What follows belongs to an exercise in optimizing a design on an open flow for small area and a short achievable clock period; a production flow would make more cautious choices.
Only simulation tests tie the RTL to the original design; equivalence was not proved.

## run A
==> flow/design.v (excerpt) <==
module ex_stage (
  input  logic              clk,
  input  logic              rst_n,
  input  ex_pkg::alu_op_e   alu_operator_i,
  input  ex_pkg::word_t     alu_operand_a_i,
  input  ex_pkg::word_t     alu_operand_b_i,
  input  ex_pkg::word_t     alu_operand_c_i,
  input  logic              alu_en_i,
  input  ex_pkg::mul_op_e   mult_operator_i,
  input  ex_pkg::word_t     mult_operand_a_i,
  input  ex_pkg::word_t     mult_operand_b_i,
  input  ex_pkg::word_t     mult_operand_c_i,
  input  logic              mult_en_i,
  input  logic              csr_access_i,
  input  ex_pkg::word_t     csr_rdata_i,
  input  logic              branch_in_ex_i,
  input  ex_pkg::reg_addr_t regfile_alu_waddr_i,
  input  logic              regfile_alu_we_i,
  input  ex_pkg::reg_addr_t regfile_waddr_i,
  input  logic              regfile_we_i,
  input  logic              lsu_en_i,
  input  ex_pkg::word_t     lsu_rdata_i,
  input  logic              lsu_ready_ex_i,
  input  logic              lsu_err_i,
  input  logic              wb_ready_i,
  output ex_pkg::reg_addr_t regfile_alu_waddr_fw_o,
  output logic              regfile_alu_we_fw_o,
  output ex_pkg::word_t     regfile_alu_wdata_fw_o,
  output ex_pkg::reg_addr_t regfile_waddr_wb_o,
  output logic              regfile_we_wb_o,
  output ex_pkg::word_t     regfile_wdata_wb_o,
  output ex_pkg::word_t     jump_target_o,
  output logic              branch_decision_o,
  output logic              mult_multicycle_o,
  output logic              ex_ready_o,
  output logic              ex_valid_o
);
Settings: LEC_CHECK=0, ABC_AREA=1, CAP_MARGIN=20, CORE_MARGIN=2, CORE_UTILIZATION=40, SETUP_SLACK_MARGIN=3, SLEW_MARGIN=20, SYNTH_HIERARCHICAL=1; clock period 15.0 ns.
standard.sh (not shown) runs the stock make flow with config.mk's settings and CLKGATE_MAP_FILE= SYNTH_SCRIPT=/design/flow/synth_recipe.tcl, a recipe that flattens the netlist after the stock synthesis.
==> flow/flow/run.sh <==
#!/bin/bash
# The standard layout, with two changes to how it is made:
# - the port buffers are plain buffers (sky130_fd_sc_hd__buf_1) instead of the delay
#   cell buffer_ports picks by itself;
# - the buffers synthesis put in are taken out at floorplan (REMOVE_ABC_BUFFERS), and
#   the resizer buffers the nets again where timing and slew need it.
set -euo pipefail
export BUFFER_PORTS_ARGS="-buffer_cell sky130_fd_sc_hd__buf_1"
export REMOVE_ABC_BUFFERS=1
bash standard.sh > standard.log 2>&1
Input-level comparison between run B and run A:
--- a/flow/flow/run.sh
+++ b/flow/flow/run.sh
@@ -6 +6,2 @@
-#   the resizer buffers the nets again where timing and slew need it.
+#   the resizer buffers the nets again where timing and slew need it;
+# - after global route the resizer downsizes gates off the critical paths (RECOVER_POWER).
@@ -9,0 +11 @@
+export RECOVER_POWER=30
--- a/flow/config.mk
+++ b/flow/config.mk
@@ -12 +12 @@
-export SETUP_SLACK_MARGIN = 3
+export SETUP_SLACK_MARGIN = 3.25
The sole clean run among run A and run B is run A.
A cell at the slowest stage of the critical path of sky130_fd_sc_hd__o21ai_2 is what run A shows, while sky130_fd_sc_hd__fa_1 belongs to run B.
Length of routed met3 wiring, run B vs run A: up by a few percent
The flip-flop and latch area on run A is in line with that on run B.
Run B ended up with a higher detailed-route wire length than run A did.
Per the comparison of run B with run A, remaining global-route overflow barely changed; buffer and inverter count on the worst path climbed 2; core utilization climbed 0.88 points.
> inputs changed (run B -> run C)
==> flow/flow/run.sh <==
#!/bin/bash
# The standard layout, with the port buffers built from plain buffers
# (sky130_fd_sc_hd__buf_2) instead of the delay cell buffer_ports picks by itself.
set -euo pipefail
export BUFFER_PORTS_ARGS="-buffer_cell sky130_fd_sc_hd__buf_2"
bash standard.sh > standard.log 2>&1
--- a/flow/config.mk
+++ b/flow/config.mk
@@ -11,2 +11,2 @@
-export CORE_UTILIZATION = 40
-export SETUP_SLACK_MARGIN = 3.25
+export CORE_UTILIZATION = 65
+export SETUP_SLACK_MARGIN = 3
Notes after the runs:
Out of run C and run B, the only run to close with the timing, DRC and antenna checks passing was run C.
Run C ended up with regfile_alu_wdata_fw_o[30] as its capture point of the critical path; run B ended up with regfile_alu_wdata_fw_o[31].
Side by side, layout overhead on the synthesized area turned out lower in run C than in run B.
Per the comparison of run C with run B, setup slack lost 0.30 ns.
Going from run B to run C, the number of non-clock buffers in the layout was found to have gone down by about 10%.
Total via count in the routed design (lower): run B
Number of placement rows was higher in the run labelled run B.
[inputs] run D vs run C
==> flow/flow/run.sh <==
#!/bin/bash
# The standard layout, with two changes to how it is made:
# - the port buffers are plain buffers (sky130_fd_sc_hd__buf_1) instead of the delay
#   cell buffer_ports picks by itself;
# - the buffers synthesis put in are taken out at floorplan (REMOVE_ABC_BUFFERS), and
#   the resizer buffers the nets again where timing and slew need it;
# - after global route the resizer downsizes gates off the critical paths (RECOVER_POWER).
set -euo pipefail
export BUFFER_PORTS_ARGS="-buffer_cell sky130_fd_sc_hd__buf_1"
export REMOVE_ABC_BUFFERS=1
export RECOVER_POWER=100
bash standard.sh > standard.log 2>&1
--- a/flow/config.mk
+++ b/flow/config.mk
@@ -11,2 +11,2 @@
-export CORE_UTILIZATION = 65
-export SETUP_SLACK_MARGIN = 3
+export CORE_UTILIZATION = 40
+export SETUP_SLACK_MARGIN = 3.25
Results
- The sole clean run among run C and run D is run C.
- To summarise run D: no stage aborted, but the layout did not pass its checks, failing on capacitance limit, slew limit.
- Looking at share of the clock period used by the worst path, run D sits 2.2 points above run C.
- Run D vs run C — relative slew slack dropped 45 points.
- Compared with run C, in run D register-to-register slack +0.08 ns, highest attainable clock frequency went down 2.3 MHz, via total after detailed routing lower, global-route usage shows a reduction of 20 points.

## port drivers added, routing unchanged
How much do the figures lean on ideal ports? The routed layouts below were timed once more, with nothing changed but the port constraints. Step 1 sets driving cells, clkbuf_16 on the clock port and buf_2 on the other inputs (assumed; they add their load-dependent delay and slew). Step 2 also shifts input and output timing later by t, the mid clock arrival at the registers, as if the neighbouring blocks saw the same clock. Slacks: no drivers / after step 1 / after step 2; pairs: no drivers / after step 1.
run	t (ns)	slack for setup (ns)	slew at the worst register clock pin (ns)
run A	0.322	3.113 / 3.080 / 3.080	0.07 / 0.07
run B	0.321	3.371 / 3.332 / 3.332	0.07 / 0.07
run C	0.332	3.068 / 3.030 / 3.030	0.06 / 0.06
run D	0.321	2.734 / 2.707 / 2.707	0.07 / 0.07
For run B, which loses most, drivers alone change the setup slack by -0.039 ns; drivers and shift together by -0.039 ns.
